This is an optimization exercise on Yosys and OpenROAD, whose aim is small area and a short achievable clock period, not a production implementation.
The RTL was checked by simulation tests, not by an equivalence proof against the original design.
Power and IR drop assume default switching activity.

**flow/config.mk**
```make
export PLATFORM = sky130hd
export DESIGN_NAME = dma_desc_sched
export DESIGN_NICKNAME = dma_desc_sched
export VERILOG_FILES = /design/flow/design.v
export SDC_FILE = /design/flow/constraint.sdc
export NUM_CORES = 4
export LEC_CHECK = 0
export CAP_MARGIN = 40
export CORE_MARGIN = 2
export CORE_UTILIZATION = 55
export PLACE_DENSITY = 0.72
export SETUP_SLACK_MARGIN = 4.15
export SLEW_MARGIN = 60
export TNS_END_PERCENT = 10
```
**flow/constraint.sdc**
```tcl
create_clock -name core_clock -period 6.5 [get_ports {clk}]
set_input_delay 1.3000 -clock core_clock [delete_from_list [all_inputs] [get_ports {clk}]]
set_output_delay 1.3000 -clock core_clock [all_outputs]
set_load 0.01 [all_outputs]
```
**flow/design.v**
```verilog
module dma_desc_sched #(
    parameter int NUM_CH = 4,
    parameter int DESC_DEPTH = 4,
    parameter int ALIGN_CHECK = 1,
    localparam int CW = (NUM_CH > 1) ? $clog2(NUM_CH) : 1,
    localparam int PW = $clog2(DESC_DEPTH),
    localparam int DW = 96,
    localparam int EW = 35,
    localparam int OffsetWidth = 2
) (
    input  logic                 clk,
    input  logic                 rst,
    input  logic [NUM_CH-1:0]    push_valid_i,
    input  logic [NUM_CH*DW-1:0] push_desc_i,
    output logic [NUM_CH-1:0]    push_ready_o,
    output logic                 eng_valid_o,
    input  logic                 eng_ready_i,
    output logic [DW-1:0]        eng_desc_o,
    output logic [CW-1:0]        eng_ch_o,
    input  logic                 eng_done_i,
    input  logic [EW-1:0]        eng_err_i,
    input  logic [NUM_CH-1:0]    clr_i,
    output logic [NUM_CH-1:0]    ch_active_o,
    output logic [NUM_CH-1:0]    ch_done_o,
    output logic [NUM_CH-1:0]    ch_err_o,
    output logic [EW-1:0]        err_info_o,
    output logic                 irq_o
);
    localparam int SW = 95;    
    localparam int LW = 92;    
    logic [SW-1:0]     r_mem [16];
    logic [3:0]        r_wen [4];     
    logic [3:0]        r_wen_n [4];   
    logic [3:0]        r_rp [4];      
    logic [3:0]        r_cnt [4];     
    logic              r_idle, r_issue, r_wait;
    logic [3:0]        r_ptr;         
    logic [3:0]        r_gsel;        
    logic [1:0]        r_ch;
    logic [3:0]        r_ch1h;        
    logic [LW-1:0]     r_desc;
    logic [3:0]        r_done, r_err;
    logic [31:0]       r_err_addr;
    logic [1:0]        r_err_src;
    logic [3:0]        r_ready, r_active;
    logic              r_errany, r_irq;
    logic [SW-1:0]     w_enc [4];
    always_comb begin
        for (int c = 0; c < 4; c++) begin
            logic [95:0] d;
            logic sb;
            logic [1:0] lo;
            d = push_desc_i[c*DW +: DW];
            sb = d[65:64] != 2'b00;
            lo = sb ? d[65:64] : d[33:32];
            w_enc[c] = {d[95:66], d[63:34], d[31:1], (lo != 2'b00) ? sb : d[0], lo, d[31:0] == 32'd0};
        end
    end
    always_ff @(posedge clk) begin
        for (int c = 0; c < 4; c++)
            for (int i = 0; i < 4; i++)
                r_mem[c*4 + i] <= (w_enc[c] & {SW{r_wen[c][i]}}) | (r_mem[c*4 + i] & {SW{r_wen_n[c][i]}});
    end
    logic [3:0]        w_head [4];    
    logic [3:0]        w_hzero, w_hbad;
    always_comb begin
        for (int c = 0; c < 4; c++) begin
            w_head[c] = '0;
            for (int i = 0; i < 4; i++)
                w_head[c] = w_head[c] | (r_mem[c*4 + i][3:0] & {4{r_rp[c][i]}});
            w_hzero[c] = w_head[c][0];
            w_hbad[c] = w_head[c][2:1] != 2'b00;
        end
    end
    function automatic logic [3:0] rr_pick(input logic [3:0] ne, input logic [3:0] ptr);
        for (int c = 0; c < 4; c++)
            rr_pick[c] = ne[c] && (ptr[c] ||
                         (ptr[(c+3)%4] && !ne[(c+3)%4]) ||
                         (ptr[(c+2)%4] && !ne[(c+2)%4] && !ne[(c+3)%4]) ||
                         (ptr[(c+1)%4] && !ne[(c+1)%4] && !ne[(c+2)%4] && !ne[(c+3)%4]));
    endfunction
    logic [3:0] w_gsel;
    assign w_gsel = r_gsel;
    logic [3:0] w_ldc, w_errc, w_zc, w_pop;
    logic       w_ld, w_perr, w_pick;
    always_comb begin
        for (int c = 0; c < 4; c++) begin
            w_pop[c] = r_idle && w_gsel[c];
            w_ldc[c] = w_pop[c] && !w_hzero[c] && !w_hbad[c];
            w_errc[c] = w_pop[c] && !w_hzero[c] && w_hbad[c];
            w_zc[c] = w_pop[c] && w_hzero[c];
        end
        w_ld = |w_ldc;
        w_perr = |w_errc;
        w_pick = r_idle && (|r_gsel);
    end
    logic [SW-1:0] w_pe;
    always_comb begin
        w_pe = '0;
        for (int c = 0; c < 4; c++)
            for (int i = 0; i < 4; i++)
                w_pe = w_pe | (r_mem[c*4 + i] & {SW{r_gsel[c] && r_rp[c][i]}});
    end
    logic [LW-1:0] w_desc_nx;
    logic [31:0]   w_paddr;
    assign w_desc_nx = w_ld ? w_pe[94:3] : r_desc;
    assign w_paddr = {w_pe[3] ? w_pe[94:65] : w_pe[64:35], w_pe[2:1]};
    logic       w_e, w_d;
    logic [3:0] w_wc;                      
    assign w_e = eng_err_i[34];
    assign w_d = eng_done_i;
    assign w_wc = r_ch1h & {4{r_wait}};
    logic [3:0] w_cnt_nx [4];
    logic [3:0] w_rp_nx [4];
    logic [3:0] w_wen_nx [4];
    logic [3:0] w_ready_nx, w_active_nx, w_done_nx, w_err_nx;
    always_comb begin
        for (int c = 0; c < 4; c++) begin
            logic [3:0] wp, cnt_psh, cnt_nop, wen_psh, wen_nop, rp_kept;
            logic       pv, ef, full_psh, full_nop, keep_active;
            pv = push_valid_i[c] && r_ready[c];
            ef = w_wc[c] && w_e;                  
            wp = r_cnt[c][3] ? r_rp[c] : r_wen[c];
            cnt_psh = w_errc[c] ? 4'b0000 : w_pop[c] ? r_cnt[c] : {r_cnt[c][2:0], 1'b1};
            cnt_nop = w_errc[c] ? 4'b0000 : w_pop[c] ? {1'b0, r_cnt[c][3:1]} : r_cnt[c];
            full_psh = !w_errc[c] && !w_pop[c] && r_cnt[c][2];
            full_nop = !w_errc[c] && !w_pop[c] && r_cnt[c][3];
            wen_psh = w_errc[c] ? wp : full_psh ? 4'b0000 : {wp[2:0], wp[3]};
            wen_nop = w_errc[c] ? wp : full_nop ? 4'b0000 : wp;
            rp_kept = w_errc[c] ? wp : w_pop[c] ? {r_rp[c][2:0], r_rp[c][3]} : r_rp[c];
            keep_active = w_ldc[c] || (r_issue && r_ch1h[c]);
            w_cnt_nx[c] = ef ? 4'b0000 : pv ? cnt_psh : cnt_nop;
            w_wen_nx[c] = ef ? wp : pv ? wen_psh : wen_nop;
            w_rp_nx[c] = ef ? wp : rp_kept;
            w_err_nx[c] = w_errc[c] || ef || (r_err[c] && !clr_i[c]);
            w_done_nx[c] = w_zc[c] || (w_wc[c] && !w_e && w_d) || (r_done[c] && !clr_i[c]);
            w_ready_nx[c] = !(w_errc[c] || ef || (r_err[c] && !clr_i[c]) || (pv ? full_psh : full_nop));
            w_active_nx[c] = !ef && ((pv ? cnt_psh[0] : cnt_nop[0]) || keep_active || (w_wc[c] && !w_d));
        end
    end
    logic [3:0] w_ptr_nx;
    assign w_ptr_nx = w_pick ? {w_gsel[2:0], w_gsel[3]} : r_ptr;
    logic w_issue_nx, w_wait_nx, w_idle_nx, w_irq_nx, w_errany_nx;
    logic [3:0] w_ch1h_nx;
    always_comb begin
        w_issue_nx = w_ld || (r_issue && !eng_ready_i);
        w_wait_nx = (r_issue && eng_ready_i) || (r_wait && !w_e && !w_d);
        w_idle_nx = (r_idle && !w_ld) || (r_wait && (w_e || w_d));
        w_ch1h_nx = w_ld ? w_ldc : r_ch1h;
        w_irq_nx = (|w_zc) || w_perr || (r_wait && (w_e || w_d)) || (|((r_done | r_err) & ~clr_i));
        w_errany_nx = w_perr || (r_wait && w_e) || (|(r_err & ~clr_i));
    end
    always_ff @(posedge clk) begin
        if (rst) begin
            r_idle <= 1'b1;
            r_issue <= 1'b0;
            r_wait <= 1'b0;
            r_ptr <= 4'b0001;
            r_gsel <= 4'b0000;
            r_ch <= '0;
            r_ch1h <= 4'b0001;
            r_desc <= '0;
            r_done <= '0;
            r_err <= '0;
            r_err_addr <= '0;
            r_err_src <= '0;
            r_ready <= 4'hf;
            r_active <= '0;
            r_errany <= 1'b0;
            r_irq <= 1'b0;
            for (int c = 0; c < 4; c++) begin
                r_wen[c] <= 4'b0001;
                r_wen_n[c] <= 4'b1110;
                r_rp[c] <= 4'b0001;
                r_cnt[c] <= '0;
            end
        end else begin
            r_idle <= w_idle_nx;
            r_issue <= w_issue_nx;
            r_wait <= w_wait_nx;
            r_ptr <= w_ptr_nx;
            r_gsel <= rr_pick({w_cnt_nx[3][0], w_cnt_nx[2][0], w_cnt_nx[1][0], w_cnt_nx[0][0]}, w_ptr_nx);
            r_ch1h <= w_ch1h_nx;
            r_ch <= {w_ch1h_nx[3] | w_ch1h_nx[2], w_ch1h_nx[3] | w_ch1h_nx[1]};
            r_desc <= w_desc_nx;
            r_done <= w_done_nx;
            r_err <= w_err_nx;
            if (r_wait && w_e) begin
                r_err_addr <= eng_err_i[31:0];
                r_err_src <= eng_err_i[33:32];
            end else if (w_perr) begin
                r_err_addr <= w_paddr;
                r_err_src <= 2'd3;
            end
            r_errany <= w_errany_nx;
            r_irq <= w_irq_nx;
            r_ready <= w_ready_nx;
            r_active <= w_active_nx;
            for (int c = 0; c < 4; c++) begin
                r_cnt[c] <= w_cnt_nx[c];
                r_rp[c] <= w_rp_nx[c];
                r_wen[c] <= w_wen_nx[c];
                r_wen_n[c] <= ~w_wen_nx[c];
            end
        end
    end
    assign push_ready_o = r_ready;
    assign eng_valid_o = r_issue;
    assign eng_desc_o = {r_desc[91:62], 2'b00, r_desc[61:32], 2'b00, r_desc[31:0]};
    assign eng_ch_o = r_ch;
    assign ch_active_o = r_active;
    assign ch_done_o = r_done;
    assign ch_err_o = r_err;
    assign err_info_o = {r_errany, r_err_src, r_err_addr};
    assign irq_o = r_irq;
endmodule
```
**flow/flow/run.sh**
```bash
#!/bin/bash
# Standard ORFS layout with plain buffers on the ports and a CTS with larger sink clusters
# and no dummy loads.
set -euo pipefail
export BUFFER_PORTS_ARGS="-buffer_cell sky130_fd_sc_hd__buf_1"
export CTS_ARGS="-sink_clustering_enable -repair_clock_nets -dont_use_dummy_load -sink_clustering_size 24 -sink_clustering_max_diameter 100"
bash standard.sh > standard.log 2>&1
```
**flow/standard.sh**
```bash
#!/bin/bash
# synth_recipe.tcl (not shown) runs the flow's synth.tcl, then flattens the netlist and writes it again
# the make line also repeats each setting of config.mk as NAME=value (left out here)
make -C /OpenROAD-flow-scripts/flow DESIGN_CONFIG=/design/flow/config.mk WORK_HOME=/design/flow/orfs CLKGATE_MAP_FILE= SYNTH_SCRIPT=/design/flow/synth_recipe.tcl "${@:-finish}"
```
==> impl_metrics.tcl, run 1 <==
set metrics [dict create \
    tightest_slew_ps 716.3 \
    fin_cells 7938 \
    p_sw_mw 15.94 \
    rsz0062_at_grt "yes" \
    combPwrFrac 0.385 \
    seq_area_frac_synth 0.5412 \
    wire_per_inst_um 38.44 \
    drt_pass1_iterations 10 \
    pin_count 582 \
    critical_path.max_fanout 21 \
    routed_wl_mm 305.2 \
    die_x_um 346.6 \
    finalCriticalPeriod_ps 2672 \
    powerDensity_mw_per_mm2 546.1 \
    drt-initial-drc-count 12440 \
    drive_gt1_frac 0.1342 \
    path_clk_slew_ps 100 \
    sw_frac_of_total 0.3918 \
    multi_input_area_mm2 0.02824 \
    ys_warn_count 11 \
    cts_hold_buf 0 \
    overflow 0 \
    ir_worst_vdd_v 0.0002721 \
    cts_inserted_buffers 82 \
    critical_path_required_ps 7120 \
    htree_num_levels 3 \
    power_frac_seq 0.474 \
    hpwl_mm 189.6 \
    fmax_mhz 374.3 \
    ys_types 67 \
    syn_area_per_cell_um2 10.73 \
    whs_ps 466.8 \
    remaining_drc_errors 0 \
    num-nets-final 6787 \
    finalPower_mw 40.69 \
    min-delay-path-class "flip-flop to flip-flop" \
    vias 61520 \
    routed_via_density 7.750 \
    root_buffer "clkbuf_16" \
    slew_violations 0 \
    syn_area_mm2 0.06455 \
    first_global_vias 55530 \
    place_congestion 1.007 \
    die-area_mm2 0.1201 \
    path_class "flip-flop to flip-flop" \
    fin_skew_ps 51.36 \
    fin_crit_sh 0.4111 \
    synth_cells 6018 \
    clock_latency_ps 750 \
    p_int_mw 24.75 \
    synth_flop_cell "dfxtp_1" \
    rows 125 \
    finalHoldViolCount 0 \
    final_util 0.6403 \
    ys_ff_latch 1745 \
    tns_ps 0 \
    fill_cells 9194 \
    cp-end-kind "flip-flop" \
    place_inst 7625 \
    setup_viol 0 \
    critical_path_arrival_ps 3290 \
    grt.total_usage 0.4683 \
    grt_pass1_wl_mm 412.5 \
    synth_edf_count 0 \
    relSlewSlack 0.5224 \
    numPortBuffers 577 \
    final-seq-area_mm2 0.03524 \
    antenna_found_initial 64 \
    async_reset_ff_frac 0 \
    cts.sinks 1745 \
    initial_core_util 0.5547 \
    max-cap-violations 0 \
    status "no timing/DRC/antenna violations" \
    grt_max_degree 70 \
    drt.antenna.violating_nets 0 \
    dieHeight_um 346.6 \
    startpoint_type "flip-flop" \
    cts_tree "yes" \
    clockBufferDepth 3 \
    leakage_nw 29.02 \
    area.growth.synth_to_final_pct 15.43 \
    design.core.area_mm2 0.1164 \
    clockPowerShare 0.141 \
]
## flip-flops by register name, indices dropped and copies added (netlist names), 16 cells and up
name        cells
r_err_addr     32
r_wen_n        16
r_wen          16
r_rp           16
r_mem        1520
r_cnt          16
r_desc         92
## stage by stage
stage	cell area (um2)	setup WS [ps]
floorplan	64680	3922
global placement	66920	2856
detailed placement	68550	2887
CTS	72110	3891
global route	74450	3860
finish	74510	3828
## power groups by stage
stage / registers (mW) / logic (mW) / clock network, mW
6_report: 19.3 / 15.7 / 5.74
5_1_grt: 19.5 / 16.0 / 6.02
4_1_cts: 18.9 / 13.4 / 5.66
3_5_place_dp: 19.1 / 12.5 / 0
3_3_place_gp: 19.3 / 11.5 / 0
2_1_floorplan: 17.6 / 8.55 / 0
## cell usage after synthesis, types with 5 or more instances
master     count  share of area
a2111oi_0      6        0.00081
a211o_1       11         0.0015
or4_1         22         0.0026
o211ai_1      22         0.0026
and2_1        24         0.0023
nor3_1        94         0.0073
a21o_1        10         0.0012
clkbuf_1     392          0.023
buf_4         10         0.0012
and3_1        11         0.0011
mux2_2        35         0.0061
nand3_1      122         0.0095
a22oi_1      447          0.052
buf_1        167         0.0097
o22a_1         7        0.00095
mux2i_1       45         0.0070
nand4_1       46         0.0045
o2111ai_1     23         0.0031
nor2_1       261          0.015
a21oi_1      232          0.018
buf_2         91         0.0071
nand2b_1      21         0.0020
a22o_1      1597           0.22
a221oi_1      37         0.0050
nand2_1       98         0.0057
dfxtp_1     1745           0.54
a31oi_1        8        0.00078
a211oi_2      21         0.0041
inv_1         20         0.0012
o21ai_0       47         0.0036
o31ai_1        5        0.00058
a211oi_1      35         0.0041
nor2b_1       23         0.0022
o22ai_1       50         0.0048
nor4_1        54         0.0052
o21a_1        12         0.0014
o221ai_1       7        0.00095
a311oi_2       9         0.0021
a222oi_1     101          0.016
## layout by cell type, fill, tap and decap left out, types with 15 or more instances in the layout
cell type  instances
buf_1            550
a211oi_1          30
clkbuf_16        101
nand2b_1          20
dfxtp_1         1640
mux2_2            27
buf_4            117
nor3_1            87
a22oi_1          422
nor2_1           253
o2111ai_1         15
buf_2             54
or4_4             15
nor4_1            37
a221oi_2          18
nand4_1           46
a222oi_1         101
o22ai_1           45
a211oi_2          26
a221oi_1          16
nor2b_1           21
buf_12            47
a21oi_2           51
diode_2           60
o211ai_1          22
nand2_1           93
a22o_1          1595
dfxtp_2           37
inv_1             20
dfxtp_4           68
buf_16            39
mux2i_1           45
nand3_1          117
a21oi_1          170
a22oi_2           25
buf_8             28
buf_6             39
o21ai_0           31
## layer usage
| metal | track usage | part of all wire | up-vias |
|---|---|---|---|
| met5 | 0.003201 | 0.0011 | - |
| met4 | 0.4428 | 0.12 | 28 |
| met3 | 0.1466 | 0.15 | 1482 |
| met2 | 0.6656 | 0.40 | 5843 |
| met1 | 0.5585 | 0.33 | 29860 |
| li1 | - | - | 24310 |
## worst max-delay path: stages (launching register included)
cell and delay (ps):
dfxtp_4 560, and2_2 550, buf_4 490, a22o_1 500, nor3_1 150, a311oi_2 290
## timing repair
action                                  4_1_cts  5_1_grt
endpoints found under the setup margin      318      284
gates cloned                                 11       22
gates resized for setup                     259      186
setup buffers                                55       73
pin swaps                                    21       55
## cell type report
cell class | count | area share
Clock buffer | 82 | 0.02754
Antenna cell | 60 | 0.002015
Multi-Input combinational cell | 3593 | 0.3790
Sequential cell | 1745 | 0.4729
Inverter | 24 | 0.002116
Timing Repair Buffer | 910 | 0.09081
Tap cell | 1524 | 0.02559
## logic make-up (layout without fill, tap and decap cells)
logic type	count (synthesis)	count (layout)	synth area share
mux	81	81	0.01326
buf+inv	688	1016	0.04282
compound gates	2703	2703	0.3420
flops	1745	1745	0.5412
other cells	1	64	0.00005809
simple gates	800	805	0.06065
## final timing paths
kind,from,cells past startpoint,slack (ps),endpoint
min reg2reg,r_err_addr[14],2,470,r_err_addr[14]
min,r_err_addr[14],2,470,r_err_addr[14]
max reg2reg,r_gsel[0],5,3830,r_desc[26]
max,r_gsel[0],5,3830,r_desc[26]
==> inputs of run 2 (changes only) <==
--- a/flow/config.mk
+++ b/flow/config.mk
@@ -7,8 +7,8 @@
 export LEC_CHECK = 0
 export CAP_MARGIN = 40
 export CORE_MARGIN = 2
-export CORE_UTILIZATION = 55
+export CORE_UTILIZATION = 60
 export PLACE_DENSITY = 0.72
-export SETUP_SLACK_MARGIN = 4.15
+export SETUP_SLACK_MARGIN = 4.0
 export SLEW_MARGIN = 60
-export TNS_END_PERCENT = 10
+export TNS_END_PERCENT = 30
==> run 2 against run 1 <==
Net effect: still clean on timing, DRC and antenna; final cell count down 2.9%; synthesized cell count unchanged; worst setup slack better by 0.87 ps; clock skew down 17 ps; first-iteration DRC count down 13%; sequential share of layout area up 1.4 points; global-route usage up 2.6 points; cell area down 2.7%; maximum frequency about the same; die area down 8.2%; critical path type is now flip-flop to output pin.
==> impl_metrics.tcl, run 2 <==
set metrics [dict create \
    status "no timing/DRC/antenna violations" \
    grt_pass1_wl_mm 401.9 \
    rows 120 \
    mostFrequentLayoutCells "dfxtp_1, a22o_1, buf_1" \
    tightest_slew_ps 775.4 \
    synth_flop_cell "dfxtp_1" \
    synthTopCellsByArea "dfxtp_1, a22o_1, a22oi_1" \
    critical_path_required_ps 5200 \
    root_buffer "clkbuf_16" \
    sw_frac_of_total 0.3852 \
    vias 59910 \
    grt_busiest_layer "met2" \
    powerDensity_mw_per_mm2 539.9 \
    clockBufferDepth 3 \
    wire_per_inst_um 37.44 \
    synth_cells 6018 \
    area.growth.synth_to_final_pct 12.36 \
    syn_area_mm2 0.06455 \
    ir_worst_vdd_v 0.0002892 \
    clockPowerShare 0.145 \
    startpoint_type "flip-flop" \
    slew_violations 0 \
    die_x_um 332 \
    overflow 0 \
    top_register "r_mem" \
    fmax_mhz 374.4 \
    rsz0062_at_grt "yes" \
    gr-usage-met2 0.7114 \
    routed_via_density 7.775 \
    p_int_mw 24.08 \
    ys_warn_count 11 \
    use_met3 0.1405 \
    finalCriticalPeriod_ps 2671 \
    routed_wl_mm 288.5 \
    grt.total_usage 0.4945 \
    crit_buf_inv 1 \
    cpLargestDelayFamily "flip-flops" \
    synth_edf_count 0 \
    tns_ps 0 \
    drt-initial-drc-count 10780 \
    cts.sinks 1745 \
    combPwrFrac 0.358 \
    max_stage_delay_ps 490 \
    dieHeight_um 332 \
    p_sw_mw 15.08 \
    cp-end-kind "output pin" \
    crit_chain "buf_6" \
    cts_inserted_buffers 82 \
    fin_skew_ps 34.06 \
    reg_top3 "r_mem x1520, r_desc x92, r_err_addr x32" \
    syn_area_per_cell_um2 10.73 \
    seq_area_frac_synth 0.5412 \
    hpwl_mm 186.2 \
    critical_path.max_fanout 2 \
    synth_most_common_cell "dfxtp_1" \
    ys_ff_latch 1745 \
    clock_latency_ps 730 \
    drive_gt1_frac 0.1172 \
    fin_crit_sh 0.4109 \
    remaining_drc_errors 0 \
    place_area_mm2 0.06809 \
    num-nets-final 6685 \
    cts_tree "yes" \
    largest_register_ffs 1520 \
    path_clk_slew_ps 100 \
    initial_core_util 0.6038 \
    setup_viol 0 \
    slowest_stage "dfxtp_4" \
    power_frac_seq 0.496 \
    synth_common_cells "dfxtp_1, a22o_1, a22oi_1, clkbuf_1, nor2_1" \
    netlist.area_leader.share 0.5412 \
    pin_count 582 \
    max-cap-violations 0 \
    critical_path_arrival_ps 1370 \
    drt.antenna.violating_nets 0 \
    die-area_mm2 0.1102 \
    finalHoldViolCount 0 \
    first_global_vias 54170 \
    met1_usage 0.5898 \
    grt_max_degree 77 \
    whs_ps 481.5 \
    final_common_cell "dfxtp_1" \
    r2r_setup_slack_ps 3830 \
    relSlewSlack 0.4831 \
    antenna_found_initial 58 \
    ys_types 67 \
    numPortBuffers 577 \
    fin_area_mm2 0.07253 \
    path_class "flip-flop to output pin" \
    place_congestion 1.079 \
    leakage_nw 28.14 \
    design.core.area_mm2 0.1069 \
    min-delay-path-class "flip-flop to flip-flop" \
    drt_pass1_iterations 10 \
    htree_num_levels 3 \
    async_reset_ff_frac 0 \
    synth.largest_area_cell "dfxtp_1" \
]
## run 2: cell counts after synthesis
No cell type changed its count.
## run 2: routing by layer
metal  share of wire  up-vias
met5         0.00033        -
met2            0.41     5337
met4            0.12       14
li1                -    24080
met3            0.13     1294
met1            0.34    29180
## run 2: metrics by stage
step / worst slack [ps] / util / std cells / power [mW]
floorplan: 3922 / - / 6021 / 26.12
global route: 3849 / 0.6781 / 7687 / 40.12
detailed placement: 3263 / 0.6369 / 7494 / 31.43
CTS: 3855 / 0.6647 / 7601 / 37.52
global placement: 3064 / 0.6246 / 7426 / 30.73
finish: 3829 / 0.6785 / 7705 / 39.16
## run 2: cell families after synthesis
family	count (synthesis)	share of synthesized area
AOI/OAI and AO/OA	2703	0.3420
DFF	1745	0.5412
and+or+nand+nor	800	0.06065
buffers and inverters	688	0.04282
muxes	81	0.01326
other	1	0.00005809
## run 2: path summary, 6_finish.rpt
kind	start	end	cells after the start
worst max register to register	r_gsel[3]	r_desc[79]	7
worst max-delay path	r_desc[64]	eng_desc_o[68]	1
worst min-delay path	r_mem[9][32]	r_mem[9][32]	1
worst min register to register	r_mem[9][32]	r_mem[9][32]	1
## run 2: area by class of cell
cell class	count	area, um2
flip-flops and latches	1745	35290
well taps	1403	1755
diodes	50	125.1
multi-input cells	3589	27890
clock buffers	82	2052
repair buffers	812	5308
fillers	8378	34370
inverters	24	117.6
## run 2: what timing repair did
action / CTS / global route
setup buffers: 22 / 38
endpoints found under the setup margin: 300 / 273
resized for setup: 197 / 234
cloned: 3 / 3
hold buffers: 0 / 0
pin swaps: 10 / 14
## run 2: power by group through the flow
| stage | clock network (mW) | registers (mW) | logic, mW |
|---|---|---|---|
| 2_1_floorplan | 0 | 17.6 | 8.56 |
| 3_3_place_gp | 0 | 19.2 | 11.5 |
| 3_5_place_dp | 0 | 19.1 | 12.3 |
| 4_1_cts | 5.64 | 19.0 | 12.9 |
| 5_1_grt | 6.00 | 19.6 | 14.5 |
| 6_report | 5.69 | 19.4 | 14.0 |
==> inputs of run 3 (changes only) <==
--- a/flow/config.mk
+++ b/flow/config.mk
@@ -11,4 +11,4 @@
 export PLACE_DENSITY = 0.72
 export SETUP_SLACK_MARGIN = 4.0
 export SLEW_MARGIN = 60
-export TNS_END_PERCENT = 30
+export TNS_END_PERCENT = 20
==> run 3 against run 2 <==
Net effect: still clean on timing, DRC and antenna; sequential power about the same; non-clock buffer count unchanged; cell area down 0.14%; clock skew up 13 ps; worst hold slack worse by 12 ps; sequential share of layout area about the same; die area unchanged; count of clock-buffer cells in the layout unchanged; clock power about the same; critical path type unchanged.
==> impl_metrics.tcl, run 3 <==
set metrics [dict create \
    critical_path_required_ps 5200 \
    antenna_found_initial 69 \
    rows 120 \
    vias 60180 \
    hold_path_end "r_err_addr[16]" \
    area.growth.synth_to_final_pct 12.21 \
    rr_endpoint "r_err_addr[9]" \
    top_register "r_mem" \
    syn_area_per_cell_um2 10.73 \
    whs_ps 469.8 \
    r2r_setup_slack_ps 3880 \
    fmax_mhz 374.1 \
    grt_max_degree 78 \
    crit_chain "buf_1" \
    ys_warn_count 11 \
    powerDensity_mw_per_mm2 543.5 \
    num-nets-final 6687 \
    startpoint_type "flip-flop" \
    finalHoldViolCount 0 \
    synth_edf_count 0 \
    drive_gt1_frac 0.1153 \
    tightest_slew_ps 732.0 \
    max_stage_delay_ps 490 \
    path_class "flip-flop to output pin" \
    synth_cells 6018 \
    rr_worst_depth 8 \
    cts.sinks 1745 \
    die-area_mm2 0.1102 \
    cts_tree "yes" \
    place_congestion 1.056 \
    tns_ps 0 \
    clock_latency_ps 720 \
    wire_per_inst_um 37.74 \
    design.core.area_mm2 0.1069 \
    overflow 0 \
    relSlewSlack 0.5120 \
    seq_area_frac_synth 0.5412 \
    pin_count 582 \
    final_common_cell "dfxtp_1" \
    numPortBuffers 577 \
    min_path_cells 2 \
    cpLargestDelayFamily "flip-flops" \
    root_buffer "clkbuf_16" \
    largest_register_ffs 1520 \
    routed_wl_mm 291.2 \
    crit_buf_inv 1 \
    ys_types 67 \
    ir_worst_vdd_v 0.0003411 \
    drt_pass1_iterations 13 \
    hpwl_mm 186.2 \
    dieHeight_um 332 \
    synth_most_common_cell "dfxtp_1" \
    grt.total_usage 0.5001 \
    drt-initial-drc-count 10600 \
    netlist.area_leader.share 0.5412 \
    critical_path_arrival_ps 1370 \
    remaining_drc_errors 0 \
    clockBufferDepth 3 \
    synthTopCellsByArea "dfxtp_1, a22o_1, a22oi_1" \
    status "no timing/DRC/antenna violations" \
    async_reset_ff_frac 0 \
    routed_via_density 7.799 \
    fin_crit_sh 0.4112 \
    slew_violations 0 \
    synth.largest_area_cell "dfxtp_1" \
    reg_top3 "r_mem x1520, r_desc x92, r_err_addr x32" \
    hold_start "r_err_addr[16]" \
    cts_hold_buf 0 \
    cp-end-kind "output pin" \
    reg2reg_from "r_rp[2][3]" \
    rsz0062_at_grt "yes" \
    setup_viol 0 \
    ys_ff_latch 1745 \
    leakage_nw 28.10 \
    htree_num_levels 3 \
    fin_skew_ps 46.68 \
    critical_path.max_fanout 2 \
    syn_area_mm2 0.06455 \
    path_clk_slew_ps 100 \
    mostFrequentLayoutCells "dfxtp_1, a22o_1, buf_1" \
    finalCriticalPeriod_ps 2673 \
    synth_flop_cell "dfxtp_1" \
    grt_pass1_wl_mm 404.8 \
    max-cap-violations 0 \
    slowest_stage "dfxtp_1" \
    min-delay-path-class "flip-flop to flip-flop" \
    drt.antenna.violating_nets 0 \
    die_x_um 332 \
    synth_common_cells "dfxtp_1, a22o_1, a22oi_1, clkbuf_1, nor2_1" \
    first_global_vias 54610 \
    cts_inserted_buffers 82 \
    initial_core_util 0.6038 \
]
## run 3: cell counts after synthesis
Identical to the previous run, type by type.
## run 3: where the power goes
group / switching [mW] / leakage [nW] / total [mW] / internal, mW
Sequential: 3.89 / 14.7 / 19.4 / 15.5
Combinational: 7.97 / 12.4 / 14.3 / 6.33
Clock: 3.43 / 1.01 / 5.70 / 2.27
Total: 15.3 / 28.1 / 39.4 / 24.1
## run 3: final cells by class
type	instances	area (um2)
Tap cell	1403	1755
Clock buffer	82	2052
Sequential cell	1745	35240
Fill cell	8372	34470
Multi-Input combinational cell	3591	27880
Inverter	24	130.1
Timing Repair Buffer	812	5223
Antenna cell	59	147.6
## run 3: worst max-delay path by stage
stage	startpoint	depth (start not counted)	slack (ps)	to
after floorplan	eng_err_i[34]	8	3890	r_wen[2][1]
after global placement	r_idle	8	2870	r_desc[2]
after detailed placement	r_gsel[0]	9	2820	r_desc[23]
after CTS	r_done[1]	1	3890	ch_done_o[1]
after global routing	r_rp[2][3]	8	3850	r_err_addr[9]
final	r_desc[28]	1	3830	eng_desc_o[28]
## run 3: cells by family (layout without fill, tap and decap cells)
group | Yosys count | in the layout | synth area share
DFF | 1745 | 1745 | 0.5412
AOI/OAI and AO/OA | 2703 | 2703 | 0.3420
and+or+nand+nor | 800 | 803 | 0.06065
other | 1 | 63 | 0.00005809
muxes | 81 | 81 | 0.01326
buffers and inverters | 688 | 918 | 0.04282
## run 3: stage by stage
stage | cells | worst slack (ps) | total power [mW] | instance area [um2] | utilization
CTS | 7612 | 3892 | 37.66 | 71100 | 0.6651
floorplan | 6021 | 3892 | 26.11 | 64690 | -
detailed placement | 7499 | 2819 | 31.48 | 68010 | 0.6362
finish | 7716 | 3827 | 39.37 | 72430 | 0.6776
global route | 7695 | 3853 | 40.27 | 72380 | 0.6771
global placement | 7432 | 2867 | 30.82 | 66820 | 0.6251
## run 3: repair_timing
item,in CTS,in global routing
endpoints found under the setup margin,309,269
gates cloned,10,3
pin swaps,10,14
resized for setup,203,150
setup buffers,21,29
## run 3: routing by layer
layer	part of all wire	global-route usage
met1	0.33	0.5985
met2	0.41	0.7145
met3	0.13	0.1373
met4	0.12	0.4947
met5	0.00055	0.0004342
==> inputs of run 4 (changes only) <==
--- a/flow/config.mk
+++ b/flow/config.mk
@@ -7,8 +7,8 @@
 export LEC_CHECK = 0
 export CAP_MARGIN = 40
 export CORE_MARGIN = 2
-export CORE_UTILIZATION = 60
-export PLACE_DENSITY = 0.72
+export CORE_UTILIZATION = 64
+export PLACE_DENSITY = 0.75
 export SETUP_SLACK_MARGIN = 4.0
 export SLEW_MARGIN = 60
 export TNS_END_PERCENT = 20
==> run 4 against run 3 <==
Net effect: still clean on timing, DRC and antenna; first-iteration DRC count grew 6.6%; flip-flop and latch count did not move; register-to-register slack is essentially flat; total power down 1.4%; via count increased by 0.63%; die area shrank 6.2%; synthesized area unchanged; count of clock-buffer cells in the layout stayed put.
==> impl_metrics.tcl, run 4 <==
set metrics [dict create \
    status "no timing/DRC/antenna violations" \
    crit_end "eng_desc_o[1]" \
    clock_latency_ps 740 \
    hpwl_mm 182.9 \
    final_common_cell "dfxtp_1" \
    final_util 0.7176 \
    remaining_drc_errors 0 \
    design.core.area_mm2 0.1000 \
    async_reset_ff_frac 0 \
    seq_area_frac_synth 0.5412 \
    critical_path_required_ps 5200 \
    rows 116 \
    use_met3 0.1466 \
    top_register "r_mem" \
    grt_pass1_wl_mm 397.2 \
    fill_cells 7453 \
    cts_hold_buf 0 \
    first_global_vias 54600 \
    fmax_mhz 375.9 \
    vias 60560 \
    routed_wl_mm 286.9 \
    slowest_stage "dfxtp_1" \
    htree_num_levels 3 \
    grt_busiest_layer "met2" \
    drt_pass1_iterations 14 \
    startpoint_type "flip-flop" \
    synth_most_common_cell "dfxtp_1" \
    crit_buf_inv 1 \
    tightest_slew_ps 718.8 \
    relSlewSlack 0.5208 \
    die_x_um 321.6 \
    rr_worst_depth 8 \
    overflow 0 \
    num-nets-final 6685 \
    leakage_nw 27.95 \
    rr_endpoint "r_err_addr[9]" \
    cp-end-kind "output pin" \
    critical_path_arrival_ps 1360 \
    area.growth.synth_to_final_pct 11.17 \
    root_buffer "clkbuf_16" \
    ys_types 67 \
    cts.sinks 1745 \
    cp_num_cells 1 \
    pin_count 582 \
    mostFrequentLayoutCells "dfxtp_1, a22o_1, buf_1" \
    r2r_setup_slack_ps 3870 \
    place_area_mm2 0.06767 \
    initial_core_util 0.6455 \
    max_stage_delay_ps 460 \
    place_congestion 1.072 \
    cpLargestDelayFamily "flip-flops" \
    routed_via_density 7.968 \
    setup_slack_ps 3840 \
    place_inst 7385 \
    powerDensity_mw_per_mm2 541.0 \
    path_clk_slew_ps 90 \
    synth_cells 6018 \
    antenna_found_initial 50 \
    largest_register_ffs 1520 \
    clockBufferDepth 3 \
    synth_common_cells "dfxtp_1, a22o_1, a22oi_1, clkbuf_1, nor2_1" \
    pre_cts_ws_ps 2959 \
    die-area_mm2 0.1034 \
    hold_start "r_err_addr[14]" \
    setup_viol 0 \
    gr-usage-met2 0.7501 \
    reg_top3 "r_mem x1520, r_desc x92, r_err_addr x32" \
    fin_skew_ps 46.78 \
    ir_worst_vdd_v 0.0003431 \
    synth_edf_count 0 \
    fin_area_mm2 0.07176 \
    synth_flop_cell "dfxtp_1" \
    numPortBuffers 577 \
    fin_crit_sh 0.4093 \
    startpoint "r_desc[1]" \
    syn_area_per_cell_um2 10.73 \
    max-cap-violations 0 \
    drt-initial-drc-count 11300 \
    met1_usage 0.6220 \
    drt.antenna.violating_nets 0 \
    slew_violations 0 \
    finalCriticalPeriod_ps 2660 \
    min-delay-path-class "flip-flop to flip-flop" \
    synth.largest_area_cell "dfxtp_1" \
    ys_ff_latch 1745 \
    grt.total_usage 0.5246 \
    drive_gt1_frac 0.1038 \
    finalHoldViolCount 0 \
    ys_warn_count 11 \
    cts_inserted_buffers 82 \
    rsz0062_at_grt "yes" \
    grt_max_degree 71 \
    syn_area_mm2 0.06455 \
    dieHeight_um 321.6 \
    critical_path.max_fanout 2 \
    path_class "flip-flop to output pin" \
    wire_per_inst_um 37.75 \
    synthTopCellsByArea "dfxtp_1, a22o_1, a22oi_1" \
    cts_tree "yes" \
    fin_cells 7600 \
    crit_chain "buf_1" \
    netlist.area_leader.share 0.5412 \
    tns_ps 0 \
    reg2reg_from "r_rp[2][3]" \
]
-- run 4: cell counts after synthesis --
Identical to the previous run, type by type.
-- run 4: worst min path at each step --
stage / endpoint / slack [ps] / cells past startpoint
floorplan: r_mem[0][71] / 440 / 1
global placement: r_err_addr[14] / 450 / 2
detailed placement: r_err_addr[14] / 450 / 2
CTS: r_err_addr[14] / 470 / 2
global route: r_err_addr[5] / 490 / 2
finish: r_err_addr[14] / 470 / 2
-- run 4: where the power goes --
part	switching [mW]	internal (mW)	total, mW	leakage [nW]
logic	7.69	6.08	13.8	12.3
clock network	3.40	2.27	5.67	1.01
registers	3.91	15.5	19.4	14.6
total	15.0	23.8	38.8	28.0
-- run 4: stage by stage --
step / total power, mW / hold slack [ps]
2_1_floorplan: 26.11 / 435.2
3_3_place_gp: 30.61 / 447.1
3_5_place_dp: 31.26 / 452.6
4_1_cts: 37.13 / 466.8
5_1_grt: 39.72 / 489.6
6_report: 38.82 / 469.8
-- run 4: layout make-up --
cell class                 instances  area [um2]  share of cell area
antenna                           50       125.1            0.001744
clock buffer                      82        2052             0.02859
inverter                          24       136.4            0.001901
multi-input combinational       3594       27630              0.3851
sequential                      1745       35240              0.4911
tap                             1298        1624             0.02263
timing repair buffer             807        4952             0.06901
-- run 4: logic make-up (layout without fill, tap and decap cells) --
kind of cell	count (synthesis)	count (layout)	share of synthesized area
multiplexers	81	81	0.01326
AO/OA/AOI/OAI	2703	2703	0.3420
other	1	54	0.00005809
buffers and inverters	688	913	0.04282
AND/OR/NAND/NOR	800	806	0.06065
flip-flops	1745	1745	0.5412
-- run 4: per-layer routing --
layer	routed length, um	vias up
met5	55	-
met4	35900	12
met3	39320	1390
met2	117600	5751
met1	94010	29330
li1	-	24080
-- run 4: what timing repair did --
action | in CTS | in global routing
gates cloned | 6 | 7
gates resized for setup | 114 | 192
endpoints found under the setup margin | 286 | 242
buffers inserted | 24 | 37
endpoints found under the hold margin | 0 | 0
pin swaps | 7 | 13

## what the ideal ports hide
How much do the figures lean on ideal ports? The routed layouts below were timed once more, with nothing changed but the port constraints.
Step 1: set_driving_cell puts a clkbuf_16 on clk and a buf_2 on each other input, an assumption about the parent block.
Step 2 also shifts input and output timing later by t, the mid clock arrival at the registers, as if the neighbouring blocks saw the same clock.
Slacks: ideal ports / drivers / drivers and shift; pairs: ideal ports / drivers.
run | t, ns | setup WS [ns] | hold WS [ns] | worst register clock-pin slew, ns | cell pins on the clock port's net
run 1 | 0.804 | 3.828 / 3.748 / 3.354 | 0.467 / 0.467 / 0.467 | 0.11 / 0.11 | 1
run 2 | 0.801 | 3.829 / 3.742 / 3.298 | 0.482 / 0.482 / 0.482 | 0.10 / 0.10 | 1
run 3 | 0.786 | 3.827 / 3.740 / 3.347 | 0.470 / 0.470 / 0.470 | 0.11 / 0.11 | 1
run 4 | 0.794 | 3.840 / 3.756 / 3.211 | 0.470 / 0.470 / 0.470 | 0.11 / 0.11 | 1
After both steps every run listed still meets setup and hold. For run 4, which loses most, drivers alone change the setup slack by -0.084 ns; drivers and shift together by -0.629 ns.
